What follows belongs to an exercise in optimizing a design on an open flow for small area, a short achievable clock period and few clock cycles per item; a production flow would make more cautious choices.
RTL that was checked went through simulation tests only; none was proved equivalent to the original.
Function not checked in run 6: the RTL went through the layout flow alone.
Power and IR drop assume default switching activity.

## flow/design.v (module list and top-level ports; edited modules follow where they fit)
// module mspc_cfg_regs: 75 lines
// module mspc_inc_pi: 46 lines
// module mspc_sub_ks: 27 lines
// module mspc_shape: 38 lines
// module mspc_mul3: 1387 lines
// module motor_speed_pi_pid_control_core: 216 lines
module motor_speed_pi_pid_control_core #(
    parameter int SAMPLE_WIDTH   = 16,
    parameter int GAIN_FRAC_BITS = 8,
    parameter int ACC_WIDTH      = 48
) (
    input  wire logic                                   i_clk,
    input  wire logic                                   i_rst_n,
    input  wire logic                                   i_s_axis_tvalid,
    output      logic                                   o_s_axis_tready,
    input  wire logic [((2*SAMPLE_WIDTH+1+7)/8)*8-1:0]  i_s_axis_tdata,
    output      logic                                   o_m_axis_tvalid,
    input  wire logic                                   i_m_axis_tready,
    output      logic [mspc_pkg::OUT_DATA_W-1:0]        o_m_axis_tdata,
    input  wire logic                                   i_cfg_we,
    input  wire logic [mspc_pkg::CFG_ADDR_W-1:0]        i_cfg_addr,
    input  wire logic [mspc_pkg::CFG_DATA_W-1:0]        i_cfg_wdata
);
  // ...
==> flow/flow/run.sh <==
#!/bin/bash
set -euo pipefail
MARGIN=${MARGIN:-14.7}
sed 's/yosys synth -nofsm -noshare/yosys synth -nofsm -noshare -noabc/' synth_recipe.tcl > synth_noabc.tcl
bash standard.sh SYNTH_SCRIPT="$PWD/synth_noabc.tcl" SYNTH_OPERATIONS_ARGS=-booth SETUP_SLACK_MARGIN=$MARGIN \
    "BUFFER_PORTS_ARGS=-buffer_cell sky130_fd_sc_hd__buf_2" finish > standard_flow.log 2>&1
==> flow/standard.sh <==
#!/bin/bash
# synth_recipe.tcl (not shown) runs the flow's synth.tcl, then flattens the netlist and writes it again
# the make line also repeats each setting of config.mk as NAME=value (left out here)
make -C /OpenROAD-flow-scripts/flow DESIGN_CONFIG=/design/flow/config.mk WORK_HOME=/design/flow/orfs CLKGATE_MAP_FILE= SYNTH_SCRIPT=/design/flow/synth_recipe.tcl "${@:-finish}"
==> flow/config.mk <==
export PLATFORM = sky130hd
export DESIGN_NAME = motor_speed_pi_pid_control_core
export DESIGN_NICKNAME = motor_speed_pi_pid_control_core
export VERILOG_FILES = /design/flow/design.v
export SDC_FILE = /design/flow/constraint.sdc
export NUM_CORES = 4
export LEC_CHECK = 0
export ABC_AREA = 1
export CAP_MARGIN = 20
export CORE_MARGIN = 2
export CORE_UTILIZATION = 55
export CTS_CLUSTER_DIAMETER = 100
export CTS_CLUSTER_SIZE = 16
export PLACE_DENSITY = 0.7
export SLEW_MARGIN = 20
==> flow/constraint.sdc <==
create_clock -name core_clock -period 20.0 [get_ports {i_clk}]
set_input_delay 4.0000 -clock core_clock [delete_from_list [all_inputs] [get_ports {i_clk}]]
set_output_delay 4.0000 -clock core_clock [all_outputs]
set_load 0.01 [all_outputs]
==> impl_metrics.env, run 1 <==
export IMPL_status="complete, no violations"
export IMPL_largestClassByArea="multi-input combinational cells"
export IMPL_relSlewSlack_pct=31.7
export IMPL_postRouteAntennaNets=0
export IMPL_instances_no_fill=5076
export IMPL_clock_latency_ns=0.64
export IMPL_r2r_slack_ns=14.71
export IMPL_synth_xor_area_share_pct=12.5
export IMPL_cts_buffer_depth=3
export IMPL_wl_per_cell_um=23.8
export IMPL_synth_fa_ha_area_share_pct=30.5
export IMPL_sh_seq_area_pct=21.5
export IMPL_path_max_fanout=16
export IMPL_regMostFlops="u_inc.o_acc"
export IMPL_multiInputGateArea_mm2=0.0269
export IMPL_power_sequential_uw=1000
export IMPL_finalWeightedCongestion=1.00
export IMPL_ioPinCount=90
export IMPL_critPathKind="flip-flop to flip-flop"
export IMPL_place_area_mm2=0.0382
export IMPL_drive_above_1_share_pct=14.1
export IMPL_slowest_stage="fa_1"
export IMPL_area_growth_syn_to_layout_pct=12.7
export IMPL_core_mm2=0.0672
export IMPL_n_all_buffers=271
export IMPL_cts_resized=152
export IMPL_synth_top_cell_area_share_pct=23.9
Testbench counts, summed over its fixed seeds: cycles 19,416, items 19,200.
==> inputs of run 2 (changes only) <==
--- a/flow/config.mk
+++ b/flow/config.mk
@@ -11,5 +11,5 @@
 export CORE_UTILIZATION = 55
 export CTS_CLUSTER_DIAMETER = 100
-export CTS_CLUSTER_SIZE = 16
-export PLACE_DENSITY = 0.7
+export CTS_CLUSTER_SIZE = 20
+export PLACE_DENSITY = 0.6
 export SLEW_MARGIN = 20
==> run 2 against run 1 <==
  * First-iteration DRC count shrank 11%
  * Synthesized area stayed put
  * Still clean
  * Via count decreased by 2.7%
  * Combinational power shrank 6%
  * Count of clock-buffer cells in the layout down 10
  * Global-route usage increased by 0.85 points
  * Critical path type unchanged
  * Largest power group unchanged
  * Cell count fell by 0.83%
  * Die area unchanged
  * Sequential cell count did not move
  * Worst hold slack lost 0.0035 ns
  * Routed wire length is 1.9% higher
==> impl_metrics.env, run 2 <==
export IMPL_finalWeightedCongestion=1.01
export IMPL_holdCritStartpoint="r1_run$_DFFE_PP_"
export IMPL_hpwl_um=87200
export IMPL_min_path_type="flip-flop to flip-flop"
export IMPL_critPathKind="flip-flop to flip-flop"
export IMPL_cts_buffers=26
export IMPL_pre_cts_ws_ns=13.82
export IMPL_area_growth_syn_to_layout_pct=11.6
export IMPL_crit_arrival_ns=5.66
export IMPL_largest_reg_flops=48
export IMPL_synth_edff_count=141
export IMPL_start_util_pct=55.5
export IMPL_final_setup_tns_ns=0
export IMPL_viasPerCell=6.15
export IMPL_grt_max_degree=99
export IMPL_synth_ff_type="dfxtp_1"
export IMPL_finalCriticalPeriod_ns=5.26
export IMPL_numClockSinks=377
export IMPL_hold_slack_ns=0.425
export IMPL_slew_violations=0
export IMPL_clk_pin_slew_worst_paths_ns=0.09
export IMPL_wl_um=123000
export IMPL_drc=0
export IMPL_num_vias=30966
export IMPL_synth_top_cell_area_share_pct=23.9
export IMPL_worstSetupStartpointType="flip-flop"
export IMPL_r2r_start="u_cfg.o_mode$_SDFFE_PN0P_"
export IMPL_synth_seq_cells=377
export IMPL_ioPinCount=90
export IMPL_grt_pass1_wl_um=179000
export IMPL_hold_viol_final=0
export IMPL_antennaDiodeCount=0
export IMPL_worst_pin_slew_ns=1.01
export IMPL_final_common_cell="nand2_1"
export IMPL_postRouteAntennaNets=0
export IMPL_rsz0062_at_grt="true"
export IMPL_drive_above_1_share_pct=12.9
export IMPL_setup_ws_ns=14.74
export IMPL_clock_latency_ns=0.64
export IMPL_r2r_slack_ns=14.74
export IMPL_min_path_cells=0
export IMPL_reg2reg_to="r2_b[16]$_DFFE_PP_"
export IMPL_avgSynthCellArea_um2=9.03
export IMPL_nNetsFinal=4845
export IMPL_endpoint_kind="flip-flop"
export IMPL_drt_pass1_iter_count=7
export IMPL_relSlewSlack_pct=32.4
export IMPL_final_setup_skew_ns=0.0372
export IMPL_cp_data_required_time_ns=20.39
export IMPL_grt_pass1_vias=29408
export IMPL_port_buffers=75
export IMPL_synth_cell_type_count=54
export IMPL_yosysSeqAreaShare_pct=24.1
export IMPL_period_share_pct=26.3
export IMPL_synth_area_mm2=0.0372
export IMPL_instances_no_fill=5034
export IMPL_power_density_mw_per_mm2=76.4
export IMPL_clock_fmax_mhz=190
export IMPL_post_route_util_pct=61.9
export IMPL_ir_worst_vdd_uv=72.4
export IMPL_regMostFlops="u_inc.o_acc"
export IMPL_htree_levels=1
export IMPL_fp_dieH_um=264
export IMPL_antenna_found_initial=0
export IMPL_synth_most_common_cell="nand2_1"
export IMPL_overflow=0
export IMPL_syn_inst=4125
export IMPL_die_x_um=264
export IMPL_hold_end="r2_run$_DFFE_PP_"
export IMPL_synthTopCellsByArea="fa_1 (24%), dfxtp_1 (13%), xor2_1 (12%)"
export IMPL_status="complete, no violations"
export IMPL_synthTopCellsByCount="nand2_1 (600), xor2_1 (504), fa_1 (445)"
export IMPL_cts_root_buf="clkbuf_16"
export IMPL_synth_top_area_cell="fa_1"
export IMPL_cts_buffer_depth=3
export IMPL_die_area_mm2=0.0698
export IMPL_setup_viol=0
export IMPL_core_mm2=0.0672
export IMPL_grt_total_usage_pct=33.6
export IMPL_postSynth_asyncResetShare_pct=0
export IMPL_placed_cells=4881
export IMPL_path_max_fanout=24
export IMPL_worst_r2r_path_depth=10
export IMPL_reg_top3="u_inc.o_acc (48), r2_a (34), r2_b (34)"
export IMPL_first_iter_violations=3336
export IMPL_drv_cap=0
export IMPL_cts_tree="yes"
export IMPL_rows=95
export IMPL_final_cell_mix="nand2_1 (547), xor2_1 (494), fa_1 (435)"
export IMPL_postCtsHoldBufs=0
export IMPL_p_leak_uw=0.0201
export IMPL_wl_per_cell_um=24.5
export IMPL_ys_warn_count=6
==> run 2: per-stage QoR <==
| step | instance area, um^2 | power (uW) |
|---|---|---|
| final | 41600 | 3180 |
| after global routing | 41600 | 3380 |
| after CTS | 40000 | 3060 |
| after detailed placement | 38300 | 2370 |
| after global placement | 38300 | 2350 |
| after floorplan | 37400 | 1930 |
==> run 2: cells by family (layout without fill, tap and decap cells) <==
kind of cell,after synthesis,count (layout),share of synthesized area (%)
XOR/XNOR,530,530,12.5
multiplexers,10,10,0.272
flip-flops,377,377,24.1
AO/OA/AOI/OAI,939,939,14.7
AND/OR/NAND/NOR,1005,1005,11.4
adder cells (fa/ha/maj),640,640,30.5
buffers and inverters,623,653,6.55
other,1,7,0.0101
==> run 2: layout make-up <==
type | instances | area, um^2
repair inverters | 1 | 5.00
fillers | 5853 | 25600
clock buffers | 36 | 688
flip-flops and latches | 377 | 9020
inverters | 370 | 1520
well taps | 873 | 1090
repair buffers | 234 | 2190
multi-input cells | 3131 | 26900
clock inverters | 12 | 171
==> run 2: worst max-delay path by stage <==
stage                                    start                            to  slack [ns]  depth (start not counted)
global route         u_cfg.o_mode$_SDFFE_PN0P_            r2_b[22]$_DFFE_PP_       14.61                         11
global placement             r2_a[0]$_DFFE_PP_  u_inc.o_acc[41]$_SDFFE_PN0P_       13.85                         35
CTS                 u_cfg.o_g1[5]$_SDFFE_PN0P_            r2_b[16]$_DFFE_PP_       14.68                         13
detailed placement  u_cfg.o_g1[0]$_SDFFE_PN0P_            r2_b[16]$_DFFE_PP_       13.82                         11
floorplan                    i_s_axis_tdata[0]            r0_e[14]$_DFFE_PP_       14.29                         11
finish               u_cfg.o_mode$_SDFFE_PN0P_            r2_b[16]$_DFFE_PP_       14.74                         10
==> run 2: repair_timing <==
action / CTS / global route
buffers inserted: 29 / 60
endpoints found under the setup margin: 140 / 129
gates cloned: 2 / 14
pin swaps: 11 / 44
resized for setup: 142 / 200
==> run 2: power breakdown <==
group / total [uW] / internal [uW] / switching, uW
combinational: 1590 / 610 / 977
sequential: 1010 / 928 / 77.7
clock: 585 / 276 / 309
total: 3180 / 1810 / 1360
==> run 2: critical path, stage by stage (launching register included) <==
cell and delay (ns):
dfxtp_4 0.47, buf_4 0.46, nand3_1 0.20, o22ai_1 0.49, ha_1 0.37, fa_1 0.59
fa_1 0.46, fa_1 0.52, fa_1 0.45, fa_1 0.52, fa_1 0.48
==> run 2: routing by layer <==
layer	vias to the layer above	GRT usage, %	wire length, um
li1	14024	-	-
met1	15057	45.1	49000
met2	1520	53.4	55400
met3	365	4.32	9690
met4	0	17.9	9000
met5	-	0	0
==> inputs of run 3 (changes only) <==
--- a/flow/config.mk
+++ b/flow/config.mk
@@ -12,4 +12,4 @@
 export CTS_CLUSTER_DIAMETER = 100
 export CTS_CLUSTER_SIZE = 20
-export PLACE_DENSITY = 0.6
+export PLACE_DENSITY = 0.55
 export SLEW_MARGIN = 20
==> run 3 against run 2 <==
  * Fmax is 0.51% higher
  * Worst hold slack lost 0.00078 ns
  * First-iteration DRC count grew 4.8%
  * Final area grew 1.5%
  * Via count up 3.9%
  * Routed wire length increased by 5.7%
  * Count of clock-buffer cells in the layout unchanged
  * Setup slack better by 0.027 ns
==> impl_metrics.env, run 3 <==
export IMPL_power_internal_uw=1820
export IMPL_synth_top_area_cell="fa_1"
export IMPL_r2r_start="r2_b[0]$_DFFE_PP_"
export IMPL_final_common_cell="nand2_1"
export IMPL_ioPinCount=90
export IMPL_start_util_pct=55.5
export IMPL_wl_per_cell_um=25.6
export IMPL_grt_max_degree=105
export IMPL_relSlewSlack_pct=38.2
export IMPL_setup_viol=0
export IMPL_syn_inst=4125
export IMPL_r2r_slack_ns=14.77
export IMPL_slowest_delay_ns=0.47
export IMPL_synth_seq_cells=377
export IMPL_finalCriticalPeriod_ns=5.24
export IMPL_holdCritStartpoint="r1_run$_DFFE_PP_"
export IMPL_power_density_mw_per_mm2=76.1
export IMPL_num_vias=32167
export IMPL_path_cells="buf_6"
export IMPL_final_setup_skew_ns=0.0294
export IMPL_rsz0062_at_grt="true"
export IMPL_hold_viol_final=0
export IMPL_min_path_type="flip-flop to flip-flop"
export IMPL_drt_pass1_iter_count=6
export IMPL_synth_top_cell_area_share_pct=23.9
export IMPL_status="complete, no violations"
export IMPL_cts_buffer_depth=3
export IMPL_clock_fmax_mhz=191
export IMPL_p_seq_share_pct=31.2
export IMPL_cp_top_family="flip-flops"
export IMPL_synthTopCellsByArea="fa_1 (24%), dfxtp_1 (13%), xor2_1 (12%)"
export IMPL_crit_arrival_ns=1.24
export IMPL_core_mm2=0.0672
export IMPL_fillCellCount=5690
export IMPL_hold_slack_ns=0.424
export IMPL_synthTopCellsByCount="nand2_1 (600), xor2_1 (504), fa_1 (445)"
export IMPL_worst_r2r_path_depth=35
export IMPL_first_iter_violations=3497
export IMPL_reg2reg_to="u_inc.o_acc[47]$_SDFFE_PN0P_"
export IMPL_overflow=0
export IMPL_cts_root_buf="clkbuf_16"
export IMPL_p_leak_uw=0.0205
export IMPL_drv_cap=0
export IMPL_wl_um=130000
export IMPL_synth_edff_count=141
export IMPL_postSynth_asyncResetShare_pct=0
export IMPL_power_switching_uw=1400
export IMPL_synth_cell_type_count=54
export IMPL_period_share_pct=26.2
export IMPL_hold_end="r2_run$_DFFE_PP_"
export IMPL_reg_top3="u_inc.o_acc (48), r2_a (34), r2_b (34)"
export IMPL_synth_ff_type="dfxtp_1"
export IMPL_antennaDiodeCount=0
export IMPL_path_max_fanout=2
export IMPL_combinationalPowerShare_pct=51.1
export IMPL_clock_latency_ns=0.62
export IMPL_switching_share_pct=43.4
export IMPL_critPathKind="flip-flop to output port"
export IMPL_port_buffers=75
export IMPL_synth_area_mm2=0.0372
export IMPL_slowest_stage="dfxtp_4"
export IMPL_nNetsFinal=4890
export IMPL_synth_most_common_cell="nand2_1"
export IMPL_min_path_cells=0
export IMPL_drive_above_1_share_pct=14.6
export IMPL_ir_worst_vdd_uv=110
export IMPL_clkPwrFrac_pct=17.7
export IMPL_cp_data_required_time_ns=16.00
export IMPL_grt_pass1_wl_um=188000
export IMPL_largest_reg_flops=48
export IMPL_yosysSeqAreaShare_pct=24.1
export IMPL_rows=95
export IMPL_slew_violations=0
export IMPL_avgSynthCellArea_um2=9.03
export IMPL_clk_pin_slew_worst_paths_ns=0.09
export IMPL_cts_buffers=25
export IMPL_ys_warn_count=6
export IMPL_die_x_um=264
export IMPL_grt_pass1_vias=31723
export IMPL_path_buf_inv=1
export IMPL_fp_dieH_um=264
export IMPL_finalWeightedCongestion=0.982
export IMPL_final_cell_mix="nand2_1 (541), xor2_1 (487), fa_1 (436)"
export IMPL_cts_tree="yes"
export IMPL_final_setup_tns_ns=0
export IMPL_regMostFlops="u_inc.o_acc"
export IMPL_hpwl_um=92300
export IMPL_numClockSinks=377
export IMPL_htree_levels=1
export IMPL_area_growth_syn_to_layout_pct=13.3
export IMPL_drc=0
export IMPL_endpoint_kind="output port"
export IMPL_total_power_uw=3210
export IMPL_viasPerCell=6.33
export IMPL_worstSetupStartpointType="flip-flop"
export IMPL_antenna_found_initial=1
export IMPL_grt_total_usage_pct=35.3
export IMPL_worst_pin_slew_ns=0.923
export IMPL_die_area_mm2=0.0698
export IMPL_postRouteAntennaNets=0
run 3: cell counts after synthesis:
No cell type changed its count.
run 3: power by group through the flow:
stage	Sequential, uW	Combinational, uW	Clock, uW
2_1_floorplan	995	939	0
3_3_place_gp	1010	1340	0
3_5_place_dp	1010	1390	0
4_1_cts	998	1540	582
5_1_grt	1010	1790	606
6_report	1000	1640	570
run 3: worst max path at each step:
stage                                    to  slack, ns  cells after the start         startpoint
5_1_grt        u_inc.o_acc[47]$_SDFFE_PN0P_      14.45                     33  r2_b[0]$_DFFE_PP_
4_1_cts                     o_s_axis_tready      14.70                      1  r_en$_SDFFE_PP1P_
3_3_place_gp   u_inc.o_acc[46]$_SDFFE_PN0P_      13.05                     35  r2_a[0]$_DFFE_PP_
2_1_floorplan            r0_e[14]$_DFFE_PP_      14.29                     11  i_s_axis_tdata[0]
3_5_place_dp   u_inc.o_acc[41]$_SDFFE_PN0P_      12.95                     35  r2_a[0]$_DFFE_PP_
6_report                    o_s_axis_tready      14.76                      1  r_en$_SDFFE_PP1P_
run 3: cell type report:
type | instances | area, um^2 | share of cell area [%]
sequential | 377 | 9020 | 21.4
inverter | 370 | 1540 | 3.66
multi-input combinational | 3133 | 27100 | 64.2
clock inverter | 10 | 134 | 0.317
timing repair inverter | 2 | 10.0 | 0.0237
tap | 873 | 1090 | 2.59
clock buffer | 36 | 698 | 1.65
timing repair buffer | 277 | 2590 | 6.14
run 3: worst register-to-register path: cells and delay by family (launching register included):
| family | cells | cell delay (ns) |
|---|---|---|
| fa+ha+maj | 5 | 1.49 |
| simple gates | 21 | 2.26 |
| xor+xnor | 1 | 0.20 |
| buf+inv | 3 | 0.22 |
| flops | 1 | 0.38 |
| compound gates | 5 | 0.58 |
run 3: metal layers:
metal	share of wire, %	track usage (%)	wire [um]
met5	0	0	0
met3	8.3	6.19	10900
met4	7.5	20.5	9770
met2	46	57.4	60000
met1	38	44.5	49400
run 3: kinds of logic (layout without fill, tap and decap cells):
logic type / Yosys count / count (layout) / share of synthesized area [%]
xor gates and xnor gates: 530 / 530 / 12.5
adders and majority gates: 640 / 640 / 30.5
muxes: 10 / 10 / 0.272
AOI/OAI and AO/OA: 939 / 939 / 14.7
DFF: 377 / 377 / 24.1
other: 1 / 7 / 0.0101
buffers and inverters: 623 / 695 / 6.55
and+or+nand+nor: 1005 / 1007 / 11.4
run 3: timing repair:
| action | in CTS | in global routing |
|---|---|---|
| cloned | 5 | 15 |
| pin swaps | 20 | 65 |
| gates resized for setup | 189 | 210 |
| hold buffers | 0 | 0 |
| endpoints found under the setup margin | 220 | 120 |
| buffers inserted | 40 | 90 |
run 3: through the flow:
stage / setup slack [ns] / instance area [um^2] / utilization (%) / instances
6_report: 14.76 / 42200 / 62.8 / 5078
5_1_grt: 14.45 / 42200 / 62.8 / 5078
4_1_cts: 14.70 / 40400 / 60.1 / 4973
3_5_place_dp: 12.95 / 38300 / 57.0 / 4882
3_3_place_gp: 13.05 / 38300 / 57.0 / 4882
2_1_floorplan: 14.29 / 37400 / - / 4131
==> inputs of run 4 (changes only) <==
--- a/flow/config.mk
+++ b/flow/config.mk
@@ -12,4 +12,4 @@
 export CTS_CLUSTER_DIAMETER = 100
 export CTS_CLUSTER_SIZE = 20
-export PLACE_DENSITY = 0.55
+export PLACE_DENSITY = 0.7
 export SLEW_MARGIN = 20
==> run 4 against run 3 <==
  * Still clean on timing, DRC and antenna
  * Sequential cell count unchanged
  * Setup slack worse by 0.056 ns
  * Count of clock-buffer cells in the layout increased by 2
  * Synthesized cell count unchanged
  * First-iteration DRC count rose by 10%
  * Core utilization shrank 0.36 points
  * Routed wire length down 6.9%
  * Clock power is 0.9% lower
  * Sequential power is essentially flat
  * Die area unchanged
  * Register-to-register slack worse by 0.05 ns
  * Cell count about the same
  * Critical endpoint is now r0_e[14]$_DFFE_PP_
==> impl_metrics.env, run 4 <==
export IMPL_status="complete, no violations"
export IMPL_relSlewSlack_pct=32.8
export IMPL_r2r_start="u_cfg.o_mode$_SDFFE_PN0P_"
export IMPL_rows=95
export IMPL_htree_levels=1
export IMPL_synthTopCellsByArea="fa_1 (24%), dfxtp_1 (13%), xor2_1 (12%)"
export IMPL_critPathKind="input port to flip-flop"
export IMPL_wl_per_cell_um=23.9
export IMPL_synth_most_common_cell="nand2_1"
export IMPL_placed_cells=4880
export IMPL_cts_tree="yes"
export IMPL_hpwl_um=83500
export IMPL_cts_root_buf="clkbuf_16"
export IMPL_total_power_uw=3300
export IMPL_drc=0
export IMPL_drive_above_1_share_pct=14.0
export IMPL_regMostFlops="u_inc.o_acc"
export IMPL_cp_data_required_time_ns=20.36
export IMPL_synth_area_mm2=0.0372
export IMPL_viasPerCell=6.29
export IMPL_fillCellCount=5554
export IMPL_period_share_pct=26.5
export IMPL_rsz0062_at_grt="true"
export IMPL_ys_warn_count=6
export IMPL_yosysSeqAreaShare_pct=24.1
export IMPL_clk_pin_slew_worst_paths_ns=0.08
export IMPL_postSynth_asyncResetShare_pct=0
export IMPL_power_density_mw_per_mm2=78.7
export IMPL_nNetsFinal=4885
export IMPL_largest_reg_flops=48
export IMPL_hold_end="r2_run$_DFFE_PP_"
export IMPL_worst_pin_slew_ns=1.01
export IMPL_synth_edff_count=141
export IMPL_worst_r2r_path_depth=12
export IMPL_cp_top_family="simple AND/OR/NAND/NOR gates"
export IMPL_first_iter_violations=3850
export IMPL_wl_um=121000
export IMPL_synth_seq_cells=377
export IMPL_cts_buffer_depth=3
export IMPL_clock_latency_ns=0.61
export IMPL_avgSynthCellArea_um2=9.03
export IMPL_setup_viol=0
export IMPL_slowest_delay_ns=0.34
export IMPL_die_x_um=264
export IMPL_drt_pass1_iter_count=6
export IMPL_fp_dieH_um=264
export IMPL_slowest_stage="fa_2"
export IMPL_finalCriticalPeriod_ns=5.29
export IMPL_numClockSinks=377
export IMPL_start_util_pct=55.5
export IMPL_final_common_cell="nand2_1"
export IMPL_path_buf_inv=2
export IMPL_slew_violations=0
export IMPL_postRouteAntennaNets=0
export IMPL_instances_no_fill=5074
export IMPL_die_area_mm2=0.0698
export IMPL_grt_pass1_vias=30623
export IMPL_grt_pass1_wl_um=178000
export IMPL_hold_viol_final=0
export IMPL_p_leak_uw=0.0204
export IMPL_worstSetupStartpointType="input port"
export IMPL_grt_max_degree=101
export IMPL_synth_top_area_cell="fa_1"
export IMPL_grt_total_usage_pct=32.8
export IMPL_reg_top3="u_inc.o_acc (48), r2_a (34), r2_b (34)"
export IMPL_clock_fmax_mhz=189
export IMPL_final_setup_tns_ns=0
export IMPL_holdCritStartpoint="r1_run$_DFFE_PP_"
export IMPL_final_setup_skew_ns=0.0369
export IMPL_endpoint_kind="flip-flop"
export IMPL_synth_ff_type="dfxtp_1"
export IMPL_cts_buffers=26
export IMPL_synth_cell_type_count=54
export IMPL_path_max_fanout=2
export IMPL_path_cells="buf_8 > inv_8 > ha_4 > fa_2 > nor4_2 > nor2_1 > o21ai_2 > a21boi_2 > o21ai_2 > nand2_1 > nand3_1 > nand2_1"
export IMPL_ir_worst_vdd_uv=93.3
export IMPL_min_path_type="flip-flop to flip-flop"
export IMPL_port_buffers=75
export IMPL_r2r_slack_ns=14.72
export IMPL_syn_inst=4125
export IMPL_core_mm2=0.0672
export IMPL_min_path_cells=0
export IMPL_drv_cap=0
export IMPL_crit_arrival_ns=5.66
export IMPL_antenna_found_initial=4
export IMPL_ioPinCount=90
export IMPL_synth_top_cell_area_share_pct=23.9
export IMPL_overflow=0
export IMPL_area_growth_syn_to_layout_pct=12.7
export IMPL_final_cell_mix="nand2_1 (536), xor2_1 (495), fa_1 (430)"
export IMPL_postCtsHoldBufs=0
export IMPL_finalWeightedCongestion=1.00
export IMPL_synthTopCellsByCount="nand2_1 (600), xor2_1 (504), fa_1 (445)"
export IMPL_num_vias=31910
export IMPL_reg2reg_to="r2_b[16]$_DFFE_PP_"
[run 4: cell counts after synthesis]
No cell type changed its count.
[run 4: final cells by class]
cell class                 instances  area, um^2  area share, %
timing repair inverter             4        20.0         0.0477
sequential                       377        9010           21.5
clock inverter                     9        97.6          0.233
timing repair buffer             269        2530           6.04
clock buffer                      38         742           1.77
antenna                            1        2.50        0.00596
tap                              873        1090           2.60
multi-input combinational       3133       26900           64.2
inverter                         370        1540           3.66
[run 4: power by group]
group	switching, uW	internal [uW]
combinational	1040	691
clock	298	267
sequential	75.2	928
[run 4: stage by stage]
step / util (%) / setup WS (ns) / cell area [um^2] / hold slack (ns)
after floorplan: - / 14.29 / 37400 / 0.400
after global placement: 56.9 / 13.52 / 38200 / 0.404
after detailed placement: 56.9 / 13.50 / 38200 / 0.406
after CTS: 59.7 / 14.70 / 40100 / 0.426
after global routing: 62.5 / 14.57 / 42000 / 0.430
final: 62.5 / 14.71 / 42000 / 0.428
[run 4: worst max-delay path by stage]
stage / start / depth (start not counted) / slack [ns] / end
after floorplan: i_s_axis_tdata[0] / 11 / 14.29 / r0_e[14]$_DFFE_PP_
after CTS: u_cfg.o_g1[10]$_SDFFE_PN0P_ / 12 / 14.70 / r2_b[21]$_DFFE_PP_
after global routing: r2_a[0]$_DFFE_PP_ / 34 / 14.57 / u_inc.o_acc[45]$_SDFFE_PN0P_
final: i_s_axis_tdata[0] / 12 / 14.71 / r0_e[14]$_DFFE_PP_
after detailed placement: r2_a[0]$_DFFE_PP_ / 36 / 13.50 / u_inc.o_acc[46]$_SDFFE_PN0P_
after global placement: r2_a[0]$_DFFE_PP_ / 36 / 13.52 / u_inc.o_acc[46]$_SDFFE_PN0P_
[run 4: cell families after synthesis]
group / synth area share (%)
simple gates: 11.4
compound gates: 14.7
fa+ha+maj: 30.5
buf+inv: 6.55
xor+xnor: 12.5
flops: 24.1
mux: 0.272
other cells: 0.0101
[run 4: repair_timing]
action | 4_1_cts | 5_1_grt
gates resized for setup | 149 | 210
endpoints found under the hold margin | 0 | 0
gates cloned | 5 | 15
endpoints found under the setup margin | 216 | 125
pin swaps | 14 | 54
buffers inserted | 35 | 91
[run 4: worst register-to-register path, cell delays in order (launching register included)]
cell,delay (ns)
dfxtp_4,0.41
nand2_1,0.21
clkinv_4,0.25
nand2_4,0.25
nor2_1,0.06
o22ai_1,0.40
ha_1,0.40
fa_1,0.60
fa_1,0.46
fa_1,0.53
fa_1,0.47
fa_1,0.51
fa_1,0.48
[run 4: layer usage]
metal  vias up  wire, um  GRT usage [%]  share of wire (%)
met4         2      9200           19.0                7.6
met1     15444     45600           42.4                 38
met3       485     13400           7.71                 11
met5         -        16              0              0.013
met2      1861     52900           50.4                 44
li1      14118         -              -                  -
==> inputs of run 5 (changes only) <==
--- a/flow/config.mk
+++ b/flow/config.mk
@@ -12,4 +12,4 @@
 export CTS_CLUSTER_DIAMETER = 100
 export CTS_CLUSTER_SIZE = 20
-export PLACE_DENSITY = 0.7
+export PLACE_DENSITY = 0.65
 export SLEW_MARGIN = 20
==> run 5 against run 4 <==
  * Core utilization decreased by 0.21 points
  * Via count shrank 2.0%
  * Die area stayed put
  * Clock power is essentially flat
  * Final area shrank 0.33%
  * Register-to-register slack gained 0.06 ns
  * Clock skew fell by 0.0063 ns
  * Worst hold slack worse by 0.0024 ns
  * Cell count fell by 0.26%
  * Routed wire length grew 0.54%
  * Non-clock buffer count down 5
==> impl_metrics.env, run 5 <==
export IMPL_status="complete, no violations"
export IMPL_synth_top_family_by_area="adder cells"
export IMPL_synthTopCellsByArea="fa_1 (24%), dfxtp_1 (13%), xor2_1 (12%)"
export IMPL_ys_warn_count=6
export IMPL_final_setup_skew_ns=0.0305
export IMPL_slowest_stage="dfxtp_4"
export IMPL_cp_top_family="flip-flops"
export IMPL_wl_um=122000
export IMPL_ioPinCount=90
export IMPL_met3_length_um=10300
export IMPL_cp_data_required_time_ns=16.00
export IMPL_synth_ff_type="dfxtp_1"
export IMPL_rsz0062_at_grt="true"
export IMPL_period_share_pct=26.1
export IMPL_cts_root_buf="clkbuf_16"
export IMPL_clock_latency_ns=0.64
export IMPL_p_leak_uw=0.0203
export IMPL_final_common_cell="nand2_1"
export IMPL_grt_pass1_vias=29783
export IMPL_synthMuxAreaShare_pct=0.272
export IMPL_cts_buffer_depth=3
export IMPL_crit_arrival_ns=1.23
export IMPL_instances_no_fill=5061
export IMPL_hpwl_um=86400
export IMPL_postRouteAntennaNets=0
export IMPL_slowest_delay_ns=0.42
export IMPL_viasPerCell=6.18
export IMPL_placed_cells=4884
export IMPL_drc=0
export IMPL_synth_most_common_cell="nand2_1"
export IMPL_synth_top_area_cell="fa_1"
export IMPL_endpoint_kind="output port"
export IMPL_htree_levels=1
export IMPL_nNetsFinal=4875
export IMPL_first_iter_violations=3058
export IMPL_synth_edff_count=141
export IMPL_die_x_um=264
export IMPL_hold_viol_final=0
export IMPL_antenna_found_initial=0
export IMPL_grt_max_degree=110
export IMPL_clock_fmax_mhz=191
export IMPL_syn_inst=4125
export IMPL_fp_dieH_um=264
export IMPL_rows=95
export IMPL_synth_area_mm2=0.0372
export IMPL_cts_tree="yes"
export IMPL_synth_top_cell_area_share_pct=23.9
export IMPL_path_buf_inv=1
export IMPL_setup_ws_ns=14.77
export IMPL_min_path_type="flip-flop to flip-flop"
export IMPL_numClockSinks=377
export IMPL_worst_pin_slew_ns=1.11
export IMPL_synth_compound_area_share_pct=14.7
export IMPL_num_vias=31281
export IMPL_setup_viol=0
export IMPL_r2r_slack_ns=14.78
export IMPL_start_util_pct=55.5
export IMPL_core_mm2=0.0672
export IMPL_worstSetupStartpointType="flip-flop"
export IMPL_pre_cts_ws_ns=13.60
export IMPL_synth_xor_area_share_pct=12.5
export IMPL_die_area_mm2=0.0698
export IMPL_wl_met1_um=47200
export IMPL_regMostFlops="u_inc.o_acc"
export IMPL_critPathKind="flip-flop to output port"
export IMPL_path_cells="buf_4"
export IMPL_power_density_mw_per_mm2=76.6
export IMPL_grt_pass1_wl_um=178000
export IMPL_postCtsHoldBufs=0
export IMPL_drt_pass1_iter_count=6
export IMPL_path_max_fanout=2
export IMPL_grt_total_usage_pct=33.0
export IMPL_clk_pin_slew_worst_paths_ns=0.08
export IMPL_synthTopCellsByCount="nand2_1 (600), xor2_1 (504), fa_1 (445)"
export IMPL_final_setup_tns_ns=0
export IMPL_synth_cell_type_count=54
export IMPL_maxUsedRoutingLayer="met4"
export IMPL_cts_buffers=25
export IMPL_relSlewSlack_pct=25.9
export IMPL_avgSynthCellArea_um2=9.03
export IMPL_hold_slack_ns=0.426
export IMPL_met2_length_um=55200
export IMPL_reg_top3="u_inc.o_acc (48), r2_a (34), r2_b (34)"
export IMPL_yosys_area_share_simple_pct=11.4
export IMPL_finalWeightedCongestion=1.01
export IMPL_final_cell_mix="nand2_1 (540), xor2_1 (496), fa_1 (429)"
export IMPL_finalCriticalPeriod_ns=5.23
export IMPL_overflow=0
export IMPL_drv_cap=0
export IMPL_wl_per_cell_um=24.0
export IMPL_slew_violations=0
export IMPL_largest_reg_flops=48
export IMPL_synth_fa_ha_area_share_pct=30.5
export IMPL_area_growth_syn_to_layout_pct=12.3
export IMPL_ir_worst_vdd_uv=63.0
export IMPL_port_buffers=75
export IMPL_yosysSeqAreaShare_pct=24.1
export IMPL_total_power_uw=3210
export IMPL_postSynth_asyncResetShare_pct=0
export IMPL_drive_above_1_share_pct=14.0
export IMPL_antennaDiodeCount=0
export IMPL_synth_seq_cells=377
## run 5: cell families after synthesis
group | Yosys count
adder cells (fa/ha/maj) | 640
multiplexers | 10
flip-flops | 377
AO/OA/AOI/OAI | 939
XOR/XNOR | 530
AND/OR/NAND/NOR | 1005
other | 1
buffers and inverters | 623
## run 5: report_power, final
part / leakage, uW / switching (uW) / internal [uW]
Sequential: 0.00347 / 70.7 / 928
Combinational: 0.0164 / 1010 / 632
Clock: 0.000407 / 298 / 269
## run 5: cell type report
class / instances / area (um^2)
fillers: 5703 / 25300
flip-flops and latches: 377 / 9020
repair inverters: 1 / 5.00
inverters: 370 / 1530
multi-input cells: 3132 / 26900
clock inverters: 6 / 78.8
clock buffers: 38 / 757
well taps: 873 / 1090
repair buffers: 264 / 2440
## run 5: worst paths after layout
check,depth (start not counted),endpoint,start
setup / recovery,1,o_s_axis_tready,r_en$_SDFFE_PP1P_
hold reg to reg,0,r2_run$_DFFE_PP_,r1_run$_DFFE_PP_
hold / removal,0,r2_run$_DFFE_PP_,r1_run$_DFFE_PP_
setup reg to reg,12,r2_b[17]$_DFFE_PP_,u_cfg.o_g1[5]$_SDFFE_PN0P_
## run 5: per-layer routing
metal | up-vias | GRT usage (%)
met5 | - | 0
met4 | 0 | 17.9
met3 | 351 | 5.94
met2 | 1545 | 52.6
met1 | 15307 | 43.0
li1 | 14078 | -
## run 5: metrics by stage
step	utilization, %	instance area [um^2]
after global routing	62.3	41800
after global placement	57.0	38300
after CTS	59.5	40000
final	62.3	41800
after floorplan	-	37400
after detailed placement	57.0	38300
## run 5: timing repair
action                     in CTS  in global routing
resized for setup             141                217
pin swaps                      13                 71
buffers inserted               29                 87
cloned                          2                 15
setup endpoints to repair     136                123
==> module mspc_cfg_regs, before the edit <==
module mspc_cfg_regs (
    input  wire logic                            i_clk,
    input  wire logic                            i_rst_n,
    input  wire logic                            i_cfg_we,
    input  wire logic [mspc_pkg::CFG_ADDR_W-1:0] i_cfg_addr,
    input  wire logic [mspc_pkg::CFG_DATA_W-1:0] i_cfg_wdata,
    output      logic                            o_mode,
    output      logic                            o_swap,
    output      logic [mspc_pkg::GAIN_W-1:0]     o_g1,
    output      logic [mspc_pkg::GAIN_W-1:0]     o_g2,
    output      logic [mspc_pkg::GAIN_W-1:0]     o_pos_ki,
    output      logic [mspc_pkg::LIMIT_W-1:0]    o_pwm_limit,
    output      logic [mspc_pkg::LIMIT_W-1:0]    o_integral_limit
);
    localparam int GW = mspc_pkg::GAIN_W;
    logic [GW-1:0] r_g1b, r_g2b;
    logic                            r_we;
    logic [mspc_pkg::CFG_ADDR_W-1:0] r_addr;
    logic [mspc_pkg::CFG_DATA_W-1:0] r_wdata;
    always_ff @(posedge i_clk) begin
        if (!i_rst_n) begin
            r_we <= 1'b0;
        end else begin
            r_we <= i_cfg_we;
        end
    end
    always_ff @(posedge i_clk) begin
        r_addr  <= i_cfg_addr;
        r_wdata <= i_cfg_wdata;
    end
    logic          w_wr_g1, w_wr_g2;      
    logic          w_wr_g1b, w_wr_g2b;    
    assign o_swap   = r_we && (r_addr == mspc_pkg::REG_MODE) && (r_wdata[0] != o_mode);
    assign w_wr_g1  = r_we && (o_mode ? (r_addr == mspc_pkg::REG_POS_KD)
                                          : (r_addr == mspc_pkg::REG_INC_KP));
    assign w_wr_g1b = r_we && (o_mode ? (r_addr == mspc_pkg::REG_INC_KP)
                                          : (r_addr == mspc_pkg::REG_POS_KD));
    assign w_wr_g2  = r_we && (o_mode ? (r_addr == mspc_pkg::REG_POS_KP)
                                          : (r_addr == mspc_pkg::REG_INC_KI));
    assign w_wr_g2b = r_we && (o_mode ? (r_addr == mspc_pkg::REG_INC_KI)
                                          : (r_addr == mspc_pkg::REG_POS_KP));
    always_ff @(posedge i_clk) begin
        if (!i_rst_n) begin
            o_mode           <= 1'b0;
            o_g1             <= '0;
            r_g1b            <= mspc_pkg::RST_POS_KD;
            o_g2             <= '0;
            r_g2b            <= mspc_pkg::RST_POS_KP;
            o_pos_ki         <= mspc_pkg::RST_POS_KI;
            o_pwm_limit      <= mspc_pkg::RST_PWM_LIMIT;
            o_integral_limit <= mspc_pkg::RST_INTEGRAL_LIMIT;
        end else begin
            if (o_swap) begin
                o_mode <= r_wdata[0];
                o_g1   <= r_g1b;
                r_g1b  <= o_g1;
                o_g2   <= r_g2b;
                r_g2b  <= o_g2;
            end
            if (w_wr_g1)  o_g1  <= r_wdata;
            if (w_wr_g1b) r_g1b <= r_wdata;
            if (w_wr_g2)  o_g2  <= r_wdata;
            if (w_wr_g2b) r_g2b <= r_wdata;
            if (r_we && (r_addr == mspc_pkg::REG_POS_KI)) begin
                o_pos_ki <= r_wdata;
            end
            if (r_we && (r_addr == mspc_pkg::REG_PWM_LIMIT)) begin
                o_pwm_limit <= r_wdata[mspc_pkg::LIMIT_W-1:0];
            end
            if (r_we && (r_addr == mspc_pkg::REG_INTEGRAL_LIMIT)) begin
                o_integral_limit <= r_wdata[mspc_pkg::LIMIT_W-1:0];
            end
        end
    end
endmodule
==> module mspc_shape, before the edit <==
module mspc_shape (
    input  wire logic                            i_mode,
    input  wire logic [mspc_pkg::ACC_W-1:0]      i_acc,
    input  wire logic [mspc_pkg::SUM_W-1:0]      i_raw,
    input  wire logic [mspc_pkg::LIMIT_W-1:0]    i_limit,
    output      logic [mspc_pkg::DRIVE_W-1:0]    o_drive,
    output      logic                            o_clamped
);
    localparam int AW = mspc_pkg::ACC_W;
    localparam int SW = mspc_pkg::SUM_W;
    logic              w_neg0, w_r0, w_big0;
    logic [15:0]       w_t0;
    assign w_neg0 = i_acc[AW-1];
    assign w_r0   = w_neg0 & (|i_acc[7:0]);
    assign w_big0 = w_neg0 ? ~(&i_acc[AW-1:23]) : (|i_acc[AW-1:23]);
    assign w_t0   = i_acc[23:8] + {15'd0, w_r0};
    logic              w_neg1, w_big1;
    assign w_neg1 = i_raw[SW-1];
    assign w_big1 = w_neg1 ? ~(&i_raw[SW-1:15]) : (|i_raw[SW-1:15]);
    logic              w_neg, w_big, w_over;
    logic [15:0]       w_t;
    logic signed [16:0] w_t17;
    logic signed [16:0] w_l17;
    logic [15:0]       w_lim16;
    assign w_neg   = i_mode ? w_neg1 : w_neg0;
    assign w_big   = i_mode ? w_big1 : w_big0;
    assign w_t     = i_mode ? i_raw[15:0] : w_t0;
    assign w_t17   = {w_t[15], w_t};
    assign w_l17   = {2'b00, i_limit};
    logic [16:0]       w_m17;
    logic [17:0]       w_cmp;
    assign w_m17   = w_t17 ^ {17{w_t17[16]}};
    assign w_cmp   = {1'b0, w_m17} + {1'b0, ~w_l17} + {17'd0, w_t17[16]};
    assign w_over  = w_cmp[17];
    assign w_lim16 = {1'b0, i_limit};
    assign o_clamped = w_big | w_over;
    assign o_drive   = o_clamped ? (w_neg ? (~w_lim16 + 16'd1) : w_lim16) : w_t;
endmodule
==> module motor_speed_pi_pid_control_core, before the edit <==
module motor_speed_pi_pid_control_core #(
    parameter int SAMPLE_WIDTH   = 16,
    parameter int GAIN_FRAC_BITS = 8,
    parameter int ACC_WIDTH      = 48
) (
    input  wire logic                                   i_clk,
    input  wire logic                                   i_rst_n,
    input  wire logic                                   i_s_axis_tvalid,
    output      logic                                   o_s_axis_tready,
    input  wire logic [((2*SAMPLE_WIDTH+1+7)/8)*8-1:0]  i_s_axis_tdata,
    output      logic                                   o_m_axis_tvalid,
    input  wire logic                                   i_m_axis_tready,
    output      logic [mspc_pkg::OUT_DATA_W-1:0]        o_m_axis_tdata,
    input  wire logic                                   i_cfg_we,
    input  wire logic [mspc_pkg::CFG_ADDR_W-1:0]        i_cfg_addr,
    input  wire logic [mspc_pkg::CFG_DATA_W-1:0]        i_cfg_wdata
);
    localparam int EW = mspc_pkg::ERR_W;
    localparam int SW = mspc_pkg::SUM_W;
    localparam int AW = mspc_pkg::ACC_W;
    localparam int GW = mspc_pkg::GAIN_W;
    localparam int LW = mspc_pkg::LIMIT_W;
    logic          c_mode, c_swap;
    logic [GW-1:0] c_g1, c_g2, c_pos_ki;
    logic [LW-1:0] c_pwm_limit, c_int_limit;
    mspc_cfg_regs u_cfg (
        .i_clk            (i_clk),
        .i_rst_n          (i_rst_n),
        .i_cfg_we         (i_cfg_we),
        .i_cfg_addr       (i_cfg_addr),
        .i_cfg_wdata      (i_cfg_wdata),
        .o_mode           (c_mode),
        .o_swap           (c_swap),
        .o_g1             (c_g1),
        .o_g2             (c_g2),
        .o_pos_ki         (c_pos_ki),
        .o_pwm_limit      (c_pwm_limit),
        .o_integral_limit (c_int_limit)
    );
    logic r_en;          
    logic w_en;
    assign w_en            = r_en;
    assign o_s_axis_tready = r_en;
    logic          r0_v, r0_run;
    logic [EW-1:0] r0_e;
    always_ff @(posedge i_clk) begin
        if (!i_rst_n) begin
            r0_v <= 1'b0;
        end else if (w_en) begin
            r0_v <= i_s_axis_tvalid;
        end
    end
    logic [EW-1:0] w_e_in;
    mspc_sub_ks #(.W(EW)) u_sub (
        .i_a ({i_s_axis_tdata[15], i_s_axis_tdata[15:0]}),
        .i_b ({i_s_axis_tdata[31], i_s_axis_tdata[31:16]}),
        .o_d (w_e_in)
    );
    always_ff @(posedge i_clk) begin
        if (w_en) begin
            r0_e   <= w_e_in;
            r0_run <= i_s_axis_tdata[32];
        end
    end
    logic          w_step0;
    logic [EW-1:0] r_pa, r_pb;         
    logic [15:0]   r_i;                
    logic [EW:0]   w_diff;
    logic [EW:0]   w_isum;
    logic [EW:0]   w_ilim;
    logic [15:0]   w_inext;
    assign w_step0 = w_en && r0_v && r0_run;
    assign w_diff  = {r0_e[EW-1], r0_e} - {r_pa[EW-1], r_pa};
    assign w_isum  = {{2{r_i[15]}}, r_i} + {r0_e[EW-1], r0_e};
    assign w_ilim  = {3'b000, c_int_limit};
    logic          w_ineg, w_iclamp;
    logic [EW:0]   w_im;
    logic [EW+1:0] w_icmp;
    assign w_ineg   = w_isum[EW];
    assign w_im     = w_isum ^ {(EW+1){w_ineg}};
    assign w_icmp   = {1'b0, w_im} + {1'b0, ~w_ilim} + {{(EW+1){1'b0}}, w_ineg};
    assign w_iclamp = w_icmp[EW+1];
    assign w_inext  = w_iclamp ? (w_ineg ? 16'(-w_ilim) : w_ilim[15:0]) : w_isum[15:0];
    always_ff @(posedge i_clk) begin
        if (!i_rst_n) begin
            r_pa <= '0;
            r_pb <= '0;
        end else if (c_swap) begin
            r_pa <= r_pb;
            r_pb <= r_pa;
        end else if (w_step0) begin
            r_pa <= r0_e;
        end
    end
    always_ff @(posedge i_clk) begin
        if (!i_rst_n) begin
            r_i <= '0;
        end else if (w_step0 && c_mode) begin
            r_i <= w_inext;
        end
    end
    logic          r1_v, r1_run;
    logic [EW:0]   r1_diff;
    always_ff @(posedge i_clk) begin
        if (!i_rst_n) begin
            r1_v <= 1'b0;
        end else if (w_en) begin
            r1_v <= r0_v;
        end
    end
    always_ff @(posedge i_clk) begin
        if (w_en) begin
            r1_diff <= w_diff;
            r1_run  <= r0_run;
        end
    end
    logic [GW-1:0] w_g3;
    logic [SW-1:0] w_pa, w_pb;
    assign w_g3 = c_mode ? c_pos_ki : '0;
    mspc_mul3 u_mul (
        .g1  (c_g1),
        .g2  (c_g2),
        .g3  (w_g3),
        .x1  (r1_diff),
        .x2  (r_pa),
        .x3  (r_i),
        .o_a (w_pa),
        .o_b (w_pb)
    );
    logic          r2_v, r2_run;
    logic [SW-1:0] r2_a, r2_b;
    logic [SW-1:0] w_s;
    always_ff @(posedge i_clk) begin
        if (!i_rst_n) begin
            r2_v <= 1'b0;
        end else if (w_en) begin
            r2_v <= r1_v;
        end
    end
    always_ff @(posedge i_clk) begin
        if (w_en) begin
            r2_a   <= w_pa;
            r2_b   <= w_pb;
            r2_run <= r1_run;
        end
    end
    logic          r3_v, r3_run;
    logic [AW-1:0] w_acc;
    mspc_inc_pi u_inc (
        .i_clk   (i_clk),
        .i_rst_n (i_rst_n),
        .i_step  (w_en && r2_v && r2_run && !c_mode),
        .i_a     (r2_a),
        .i_b     (r2_b),
        .o_sum   (w_s),
        .o_acc   (w_acc)
    );
    always_ff @(posedge i_clk) begin
        if (!i_rst_n) begin
            r3_v <= 1'b0;
        end else if (w_en) begin
            r3_v <= r2_v && !c_mode;
        end
    end
    always_ff @(posedge i_clk) begin
        if (w_en) begin
            r3_run <= r2_run;
        end
    end
    logic [15:0]   w_drive;
    logic          w_clamped;
    logic          w_fin_v, w_fin_run;
    logic [16:0]   w_res;
    assign w_fin_v   = c_mode ? r2_v : r3_v;
    assign w_fin_run = c_mode ? r2_run : r3_run;
    mspc_shape u_shape (
        .i_mode    (c_mode),
        .i_acc     (w_acc),
        .i_raw     (w_s),
        .i_limit   (c_pwm_limit),
        .o_drive   (w_drive),
        .o_clamped (w_clamped)
    );
    assign w_res = w_fin_run ? {w_clamped, w_drive} : 17'd0;
    logic        r_ov, r_sv;
    logic [16:0] r_od, r_sd;
    logic        w_arrive, w_pop;
    assign w_arrive = w_en && w_fin_v;
    assign w_pop    = r_ov && i_m_axis_tready;
    always_ff @(posedge i_clk) begin
        if (!i_rst_n) begin
            r_ov    <= 1'b0;
            r_sv    <= 1'b0;
            r_en    <= 1'b1;
        end else begin
            if (!r_ov || w_pop) begin
                r_ov    <= r_sv || w_arrive;
                r_sv    <= 1'b0;
                r_en    <= 1'b1;
            end else if (w_arrive) begin
                r_sv    <= 1'b1;
                r_en    <= 1'b0;
            end
        end
    end
    always_ff @(posedge i_clk) begin
        if (!r_ov || w_pop) begin
            r_od <= r_sv ? r_sd : w_res;
        end
        if (w_arrive) begin
            r_sd <= w_res;
        end
    end
    assign o_m_axis_tvalid = r_ov;
    assign o_m_axis_tdata  = {7'd0, r_od};
endmodule
==> inputs of run 6 (changes only) <==
--- a/flow/design.v
+++ b/flow/design.v
@@ -42,29 +42,15 @@
     localparam int GW = mspc_pkg::GAIN_W;
     logic [GW-1:0] r_g1b, r_g2b;
-    logic                            r_we;
-    logic [mspc_pkg::CFG_ADDR_W-1:0] r_addr;
-    logic [mspc_pkg::CFG_DATA_W-1:0] r_wdata;
-    always_ff @(posedge i_clk) begin
-        if (!i_rst_n) begin
-            r_we <= 1'b0;
-        end else begin
-            r_we <= i_cfg_we;
-        end
-    end
-    always_ff @(posedge i_clk) begin
-        r_addr  <= i_cfg_addr;
-        r_wdata <= i_cfg_wdata;
-    end
     logic          w_wr_g1, w_wr_g2;      
     logic          w_wr_g1b, w_wr_g2b;    
-    assign o_swap   = r_we && (r_addr == mspc_pkg::REG_MODE) && (r_wdata[0] != o_mode);
-    assign w_wr_g1  = r_we && (o_mode ? (r_addr == mspc_pkg::REG_POS_KD)
-                                          : (r_addr == mspc_pkg::REG_INC_KP));
-    assign w_wr_g1b = r_we && (o_mode ? (r_addr == mspc_pkg::REG_INC_KP)
-                                          : (r_addr == mspc_pkg::REG_POS_KD));
-    assign w_wr_g2  = r_we && (o_mode ? (r_addr == mspc_pkg::REG_POS_KP)
-                                          : (r_addr == mspc_pkg::REG_INC_KI));
-    assign w_wr_g2b = r_we && (o_mode ? (r_addr == mspc_pkg::REG_INC_KI)
-                                          : (r_addr == mspc_pkg::REG_POS_KP));
+    assign o_swap   = i_cfg_we && (i_cfg_addr == mspc_pkg::REG_MODE) && (i_cfg_wdata[0] != o_mode);
+    assign w_wr_g1  = i_cfg_we && (o_mode ? (i_cfg_addr == mspc_pkg::REG_POS_KD)
+                                          : (i_cfg_addr == mspc_pkg::REG_INC_KP));
+    assign w_wr_g1b = i_cfg_we && (o_mode ? (i_cfg_addr == mspc_pkg::REG_INC_KP)
+                                          : (i_cfg_addr == mspc_pkg::REG_POS_KD));
+    assign w_wr_g2  = i_cfg_we && (o_mode ? (i_cfg_addr == mspc_pkg::REG_POS_KP)
+                                          : (i_cfg_addr == mspc_pkg::REG_INC_KI));
+    assign w_wr_g2b = i_cfg_we && (o_mode ? (i_cfg_addr == mspc_pkg::REG_INC_KI)
+                                          : (i_cfg_addr == mspc_pkg::REG_POS_KP));
     always_ff @(posedge i_clk) begin
         if (!i_rst_n) begin
@@ -79,5 +65,5 @@
         end else begin
             if (o_swap) begin
-                o_mode <= r_wdata[0];
+                o_mode <= i_cfg_wdata[0];
                 o_g1   <= r_g1b;
                 r_g1b  <= o_g1;
@@ -85,16 +71,16 @@
                 r_g2b  <= o_g2;
             end
-            if (w_wr_g1)  o_g1  <= r_wdata;
-            if (w_wr_g1b) r_g1b <= r_wdata;
-            if (w_wr_g2)  o_g2  <= r_wdata;
-            if (w_wr_g2b) r_g2b <= r_wdata;
-            if (r_we && (r_addr == mspc_pkg::REG_POS_KI)) begin
-                o_pos_ki <= r_wdata;
+            if (w_wr_g1)  o_g1  <= i_cfg_wdata;
+            if (w_wr_g1b) r_g1b <= i_cfg_wdata;
+            if (w_wr_g2)  o_g2  <= i_cfg_wdata;
+            if (w_wr_g2b) r_g2b <= i_cfg_wdata;
+            if (i_cfg_we && (i_cfg_addr == mspc_pkg::REG_POS_KI)) begin
+                o_pos_ki <= i_cfg_wdata;
             end
-            if (r_we && (r_addr == mspc_pkg::REG_PWM_LIMIT)) begin
-                o_pwm_limit <= r_wdata[mspc_pkg::LIMIT_W-1:0];
+            if (i_cfg_we && (i_cfg_addr == mspc_pkg::REG_PWM_LIMIT)) begin
+                o_pwm_limit <= i_cfg_wdata[mspc_pkg::LIMIT_W-1:0];
             end
-            if (r_we && (r_addr == mspc_pkg::REG_INTEGRAL_LIMIT)) begin
-                o_integral_limit <= r_wdata[mspc_pkg::LIMIT_W-1:0];
+            if (i_cfg_we && (i_cfg_addr == mspc_pkg::REG_INTEGRAL_LIMIT)) begin
+                o_integral_limit <= i_cfg_wdata[mspc_pkg::LIMIT_W-1:0];
             end
         end
@@ -149,31 +135,4 @@
     end
 endmodule
-module mspc_sub_ks #(
-    parameter int W = 17,
-    parameter int L = 5          
-) (
-    input  wire logic [W-1:0] i_a,
-    input  wire logic [W-1:0] i_b,
-    output      logic [W-1:0] o_d
-);
-    logic [W-1:0] w_p [0:L];
-    logic [W-1:0] w_g [0:L];
-    logic [W-1:0] w_nb;
-    assign w_nb     = ~i_b;
-    assign w_p[0]   = i_a ^ w_nb;
-    assign w_g[0]   = (i_a & w_nb) | {{(W-1){1'b0}}, i_a[0] | w_nb[0]};
-    for (genvar l = 0; l < L; l++) begin : g_lvl
-        for (genvar i = 0; i < W; i++) begin : g_bit
-            if (i >= (1 << l)) begin : g_op
-                assign w_g[l+1][i] = w_g[l][i] | (w_p[l][i] & w_g[l][i-(1<<l)]);
-                assign w_p[l+1][i] = w_p[l][i] & w_p[l][i-(1<<l)];
-            end else begin : g_pass
-                assign w_g[l+1][i] = w_g[l][i];
-                assign w_p[l+1][i] = w_p[l][i];
-            end
-        end
-    end
-    assign o_d = w_p[0] ^ {w_g[L][W-2:0], 1'b1};
-endmodule
 module mspc_shape (
     input  wire logic                            i_mode,
@@ -205,9 +164,5 @@
     assign w_t17   = {w_t[15], w_t};
     assign w_l17   = {2'b00, i_limit};
-    logic [16:0]       w_m17;
-    logic [17:0]       w_cmp;
-    assign w_m17   = w_t17 ^ {17{w_t17[16]}};
-    assign w_cmp   = {1'b0, w_m17} + {1'b0, ~w_l17} + {17'd0, w_t17[16]};
-    assign w_over  = w_cmp[17];
+    assign w_over  = w_neg ? (w_t17 < -w_l17) : (w_t17 > w_l17);
     assign w_lim16 = {1'b0, i_limit};
     assign o_clamped = w_big | w_over;
@@ -1649,5 +1604,6 @@
     assign o_s_axis_tready = r_en;
     logic          r0_v, r0_run;
-    logic [EW-1:0] r0_e;
+    logic [15:0]   r0_t, r0_m;
+    logic [EW-1:0] w_e;
     always_ff @(posedge i_clk) begin
         if (!i_rst_n) begin
@@ -1657,13 +1613,8 @@
         end
     end
-    logic [EW-1:0] w_e_in;
-    mspc_sub_ks #(.W(EW)) u_sub (
-        .i_a ({i_s_axis_tdata[15], i_s_axis_tdata[15:0]}),
-        .i_b ({i_s_axis_tdata[31], i_s_axis_tdata[31:16]}),
-        .o_d (w_e_in)
-    );
     always_ff @(posedge i_clk) begin
         if (w_en) begin
-            r0_e   <= w_e_in;
+            r0_t   <= i_s_axis_tdata[15:0];
+            r0_m   <= i_s_axis_tdata[31:16];
             r0_run <= i_s_axis_tdata[32];
         end
@@ -1676,16 +1627,24 @@
     logic [EW:0]   w_ilim;
     logic [15:0]   w_inext;
+    assign w_e     = {r0_t[15], r0_t} - {r0_m[15], r0_m};
     assign w_step0 = w_en && r0_v && r0_run;
-    assign w_diff  = {r0_e[EW-1], r0_e} - {r_pa[EW-1], r_pa};
-    assign w_isum  = {{2{r_i[15]}}, r_i} + {r0_e[EW-1], r0_e};
+    assign w_diff  = {w_e[EW-1], w_e} - {r_pa[EW-1], r_pa};
+    logic [EW:0]   w_i18, w_t18, w_nm18, w_is_s, w_is_c;
+    assign w_i18   = {{2{r_i[15]}}, r_i};
+    assign w_t18   = {{2{r0_t[15]}}, r0_t};
+    assign w_nm18  = ~{{2{r0_m[15]}}, r0_m};
+    assign w_is_s  = w_i18 ^ w_t18 ^ w_nm18;
+    assign w_is_c  = (w_i18 & w_t18) | (w_i18 & w_nm18) | (w_t18 & w_nm18);
+    assign w_isum  = w_is_s + {w_is_c[EW-1:0], 1'b1};
     assign w_ilim  = {3'b000, c_int_limit};
-    logic          w_ineg, w_iclamp;
-    logic [EW:0]   w_im;
-    logic [EW+1:0] w_icmp;
-    assign w_ineg   = w_isum[EW];
-    assign w_im     = w_isum ^ {(EW+1){w_ineg}};
-    assign w_icmp   = {1'b0, w_im} + {1'b0, ~w_ilim} + {{(EW+1){1'b0}}, w_ineg};
-    assign w_iclamp = w_icmp[EW+1];
-    assign w_inext  = w_iclamp ? (w_ineg ? 16'(-w_ilim) : w_ilim[15:0]) : w_isum[15:0];
+    always_comb begin
+        if ($signed(w_isum) > $signed(w_ilim)) begin
+            w_inext = w_ilim[15:0];
+        end else if ($signed(w_isum) < -$signed(w_ilim)) begin
+            w_inext = 16'(-w_ilim);
+        end else begin
+            w_inext = w_isum[15:0];
+        end
+    end
     always_ff @(posedge i_clk) begin
         if (!i_rst_n) begin
@@ -1696,5 +1655,5 @@
             r_pb <= r_pa;
         end else if (w_step0) begin
-            r_pa <= r0_e;
+            r_pa <= w_e;
         end
     end
--- a/flow/config.mk
+++ b/flow/config.mk
@@ -10,6 +10,4 @@
 export CORE_MARGIN = 2
 export CORE_UTILIZATION = 55
-export CTS_CLUSTER_DIAMETER = 100
-export CTS_CLUSTER_SIZE = 20
-export PLACE_DENSITY = 0.65
+export PLACE_DENSITY = 0.7
 export SLEW_MARGIN = 20
==> run 6 against run 5 <==
  * Critical endpoint is now r2_b[17]$_DFFE_PP_
  * Setup slack got worse by 0.13 ns
  * Synthesized cell count is 4.3% higher
  * Sequential share of layout area decreased by 1.4 points
  * Synthesized area is 3.2% higher
  * Power up 27%
  * Final area rose by 7.5%
  * Core utilization up 3.1 points
  * Largest power group unchanged
  * Sequential cell count decreased by 5
==> impl_metrics.env, run 6 <==
export IMPL_rsz0062_at_grt="true"
export IMPL_power_internal_uw=2340
export IMPL_drv_cap=0
export IMPL_total_power_uw=4090
export IMPL_largest_reg_flops=48
export IMPL_core_mm2=0.0688
export IMPL_cts_buffer_depth=3
export IMPL_slowest_delay_ns=0.61
export IMPL_slew_violations=0
export IMPL_avgSynthCellArea_um2=8.93
export IMPL_cts_buffers=44
export IMPL_final_common_cell="nand2_1"
export IMPL_cp_data_required_time_ns=20.31
export IMPL_grt_pass1_vias=33325
export IMPL_synthTopCellsByCount="nand2_1 (660), fa_1 (469), xor2_1 (446)"
export IMPL_combinationalPowerShare_pct=55.1
export IMPL_cts_root_buf="clkbuf_16"
export IMPL_slowest_stage="fa_2"
export IMPL_worst_pin_slew_ns=1.16
export IMPL_syn_inst=4304
export IMPL_p_leak_uw=0.0221
export IMPL_htree_levels=2
export IMPL_antenna_found_initial=3
export IMPL_first_iter_violations=4376
export IMPL_setup_viol=0
export IMPL_grt_max_degree=70
export IMPL_fp_dieH_um=268
export IMPL_ioPinCount=90
export IMPL_crit_arrival_ns=5.66
export IMPL_crit_path_frequent_cell="fa_1"
export IMPL_num_vias=34783
export IMPL_synth_cell_type_count=54
export IMPL_die_area_mm2=0.0720
export IMPL_ir_worst_vdd_uv=81.4
export IMPL_critPathKind="flip-flop to flip-flop"
export IMPL_multiInputGateArea_mm2=0.0281
export IMPL_path_max_fanout=16
export IMPL_numClockSinks=372
export IMPL_synthTopCellsByArea="fa_1 (24%), edfxtp_1 (12%), dfxtp_1 (11%)"
export IMPL_ys_warn_count=3
export IMPL_drt_pass1_iter_count=9
export IMPL_postRouteAntennaNets=0
export IMPL_synth_seq_cells=372
export IMPL_final_setup_skew_ns=0.0379
export IMPL_min_path_type="flip-flop to flip-flop"
export IMPL_wl_um=143000
export IMPL_r2r_start="r1_diff[7]$_DFFE_PP_"
export IMPL_cp_startpoint="r1_diff[7]$_DFFE_PP_"
export IMPL_worstSetupStartpointType="flip-flop"
export IMPL_synth_top_area_cell="fa_1"
export IMPL_hold_viol_final=0
export IMPL_power_switching_uw=1750
export IMPL_cts_tree="yes"
export IMPL_synth_ff_type="dfxtp_1"
export IMPL_hpwl_um=92100
export IMPL_grt_pass1_wl_um=201000
export IMPL_rows=96
export IMPL_drive_above_1_share_pct=17.3
export IMPL_clk_pin_slew_worst_paths_ns=0.06
export IMPL_endpoint_kind="flip-flop"
export IMPL_area_growth_syn_to_layout_pct=17.0
export IMPL_synth_edff_count=156
export IMPL_final_cell_mix="nand2_1 (595), xor2_1 (433), fa_1 (431)"
export IMPL_synth_top_cell_area_share_pct=24.4
export IMPL_cp_top_family="adder cells"
export IMPL_finalCriticalPeriod_ns=5.35
export IMPL_holdCritStartpoint="r1_run$_DFFE_PP_"
export IMPL_clock_latency_ns=0.60
export IMPL_p_seq_share_pct=25.5
export IMPL_path_cells="clkinvlp_4 > o22ai_1 > xor2_1 > fa_1 > fa_1 > fa_1 > fa_1 > fa_2 > fa_2 > fa_1"
export IMPL_period_share_pct=26.8
export IMPL_nNetsFinal=5217
export IMPL_fillCellCount=5488
export IMPL_status="complete, no violations"
export IMPL_finalWeightedCongestion=1.06
export IMPL_start_util_pct=55.8
export IMPL_reg_top3="u_inc.o_acc (48), r2_a (34), r2_b (34)"
export IMPL_port_buffers=75
export IMPL_grt_total_usage_pct=37.6
export IMPL_clkPwrFrac_pct=19.4
export IMPL_drc=0
export IMPL_overflow=0
export IMPL_wl_per_cell_um=26.3
export IMPL_yosysSeqAreaShare_pct=23.4
export IMPL_final_setup_tns_ns=0
export IMPL_synth_area_mm2=0.0384
export IMPL_viasPerCell=6.41
export IMPL_die_x_um=268
export IMPL_relSlewSlack_pct=22.5
export IMPL_postSynth_asyncResetShare_pct=0
export IMPL_switching_share_pct=42.8
export IMPL_regMostFlops="u_inc.o_acc"
export IMPL_final_seq_area_mm2=0.00907
export IMPL_synth_most_common_cell="nand2_1"
export IMPL_clock_fmax_mhz=187
export IMPL_power_density_mw_per_mm2=90.9
export IMPL_path_buf_inv=1
[run 6: cell families (layout without fill, tap and decap cells)]
logic type	after synthesis	in the layout	share of synthesized area [%]
flip-flops	372	372	23.4
XOR/XNOR	492	492	11.2
AO/OA/AOI/OAI	915	915	14.1
AND/OR/NAND/NOR	1098	1102	12.0
other	1	9	0.00976
adder cells (fa/ha/maj)	696	696	31.8
buffers and inverters	729	907	7.45
multiplexers	1	1	0.0293
[run 6: worst register-to-register path, delay by kind of cell (launching register included)]
kind,cells,cell delay (ns)
compound gates,1,0.40
buf+inv,1,0.43
fa+ha+maj,7,3.57
flops,1,0.45
xor+xnor,1,0.25
[run 6: power groups by stage]
stage	registers [uW]	clock network, uW	logic (uW)
after CTS	1030	799	1970
after floorplan	1020	0	1260
after global placement	1040	0	1760
after global routing	1050	827	2420
final	1040	792	2250
after detailed placement	1050	0	1820
[run 6: layer usage]
| metal | global-route usage, % | vias up | wire (um) |
|---|---|---|---|
| met5 | 0 | - | 27 |
| met4 | 23.9 | 4 | 13400 |
| met3 | 13.2 | 849 | 19500 |
| met2 | 58.3 | 2637 | 61400 |
| met1 | 44.7 | 16497 | 48300 |
| li1 | - | 14796 | - |
[run 6: what timing repair did]
item / CTS / global route
resized for setup: 265 / 287
endpoints found under the setup margin: 238 / 160
gates cloned: 11 / 14
pin swaps: 40 / 111
setup buffers: 91 / 95
hold buffers: 0 / 0
endpoints found under the hold margin: 0 / 0
[run 6: area by class of cell]
class,instances,share of cell area [%]
Antenna cell,2,0.0111
Clock buffer,62,2.71
Clock inverter,19,0.401
Inverter,481,4.42
Multi-Input combinational cell,3213,62.4
Sequential cell,372,20.2
Tap cell,931,2.59
Timing Repair Buffer,343,7.25
Timing Repair inverter,2,0.0278
[run 6: final timing paths]
check	to	slack, ns	depth (start not counted)
worst max-delay path	r2_b[17]$_DFFE_PP_	14.65	10
worst min-delay path	r2_run$_DFFE_PP_	0.44	0
worst max register to register	r2_b[17]$_DFFE_PP_	14.65	10
worst min register to register	r2_run$_DFFE_PP_	0.44	0
[run 6: metrics by stage]
step	cell area [um^2]	std cells	util, %	setup WS, ns	hold WS (ns)
floorplan	38500	4310	-	14.71	0.400
global route	45000	5423	65.3	14.54	0.453
detailed placement	39400	5131	57.3	12.90	0.406
global placement	39400	5131	57.3	12.95	0.405
finish	45000	5425	65.3	14.65	0.437
CTS	42900	5314	62.3	14.68	0.419

==> port drivers added, routing unchanged <==
No port has a modelled driver above. Below, the same layouts with a new extraction and two added sets of constraints. Step 1 sets driving cells, clkbuf_16 on the clock port and buf_2 on the other inputs (assumed; they add their load-dependent delay and slew). Step 2 adds t to the input delays and takes it off the output delays; t is the mean of the earliest and latest rising clock arrival at the registers after step 1. Input paths then give back, and output paths get back, about the clock's delay inside the block. Slacks: ideal / step 1 / step 2; pairs: ideal / step 1.
run	shift t [ns]	setup slack, ns	worst slew at a driven data input, ns
run 1	0.696	14.706 / 14.706 / 14.141	0.04
run 2	0.696	14.736 / 14.698 / 14.167	0.05
run 3	0.674	14.763 / 14.693 / 14.164	0.05
run 4	0.659	14.707 / 14.715 / 14.062	0.05
run 5	0.692	14.773 / 14.707 / 14.168	0.04
run 6	0.653	14.645 / 14.645 / 14.161	0.05
After both steps every run listed still meets setup and hold. For run 4, which loses most, drivers alone change the setup slack by +0.008 ns; drivers and shift together by -0.645 ns.
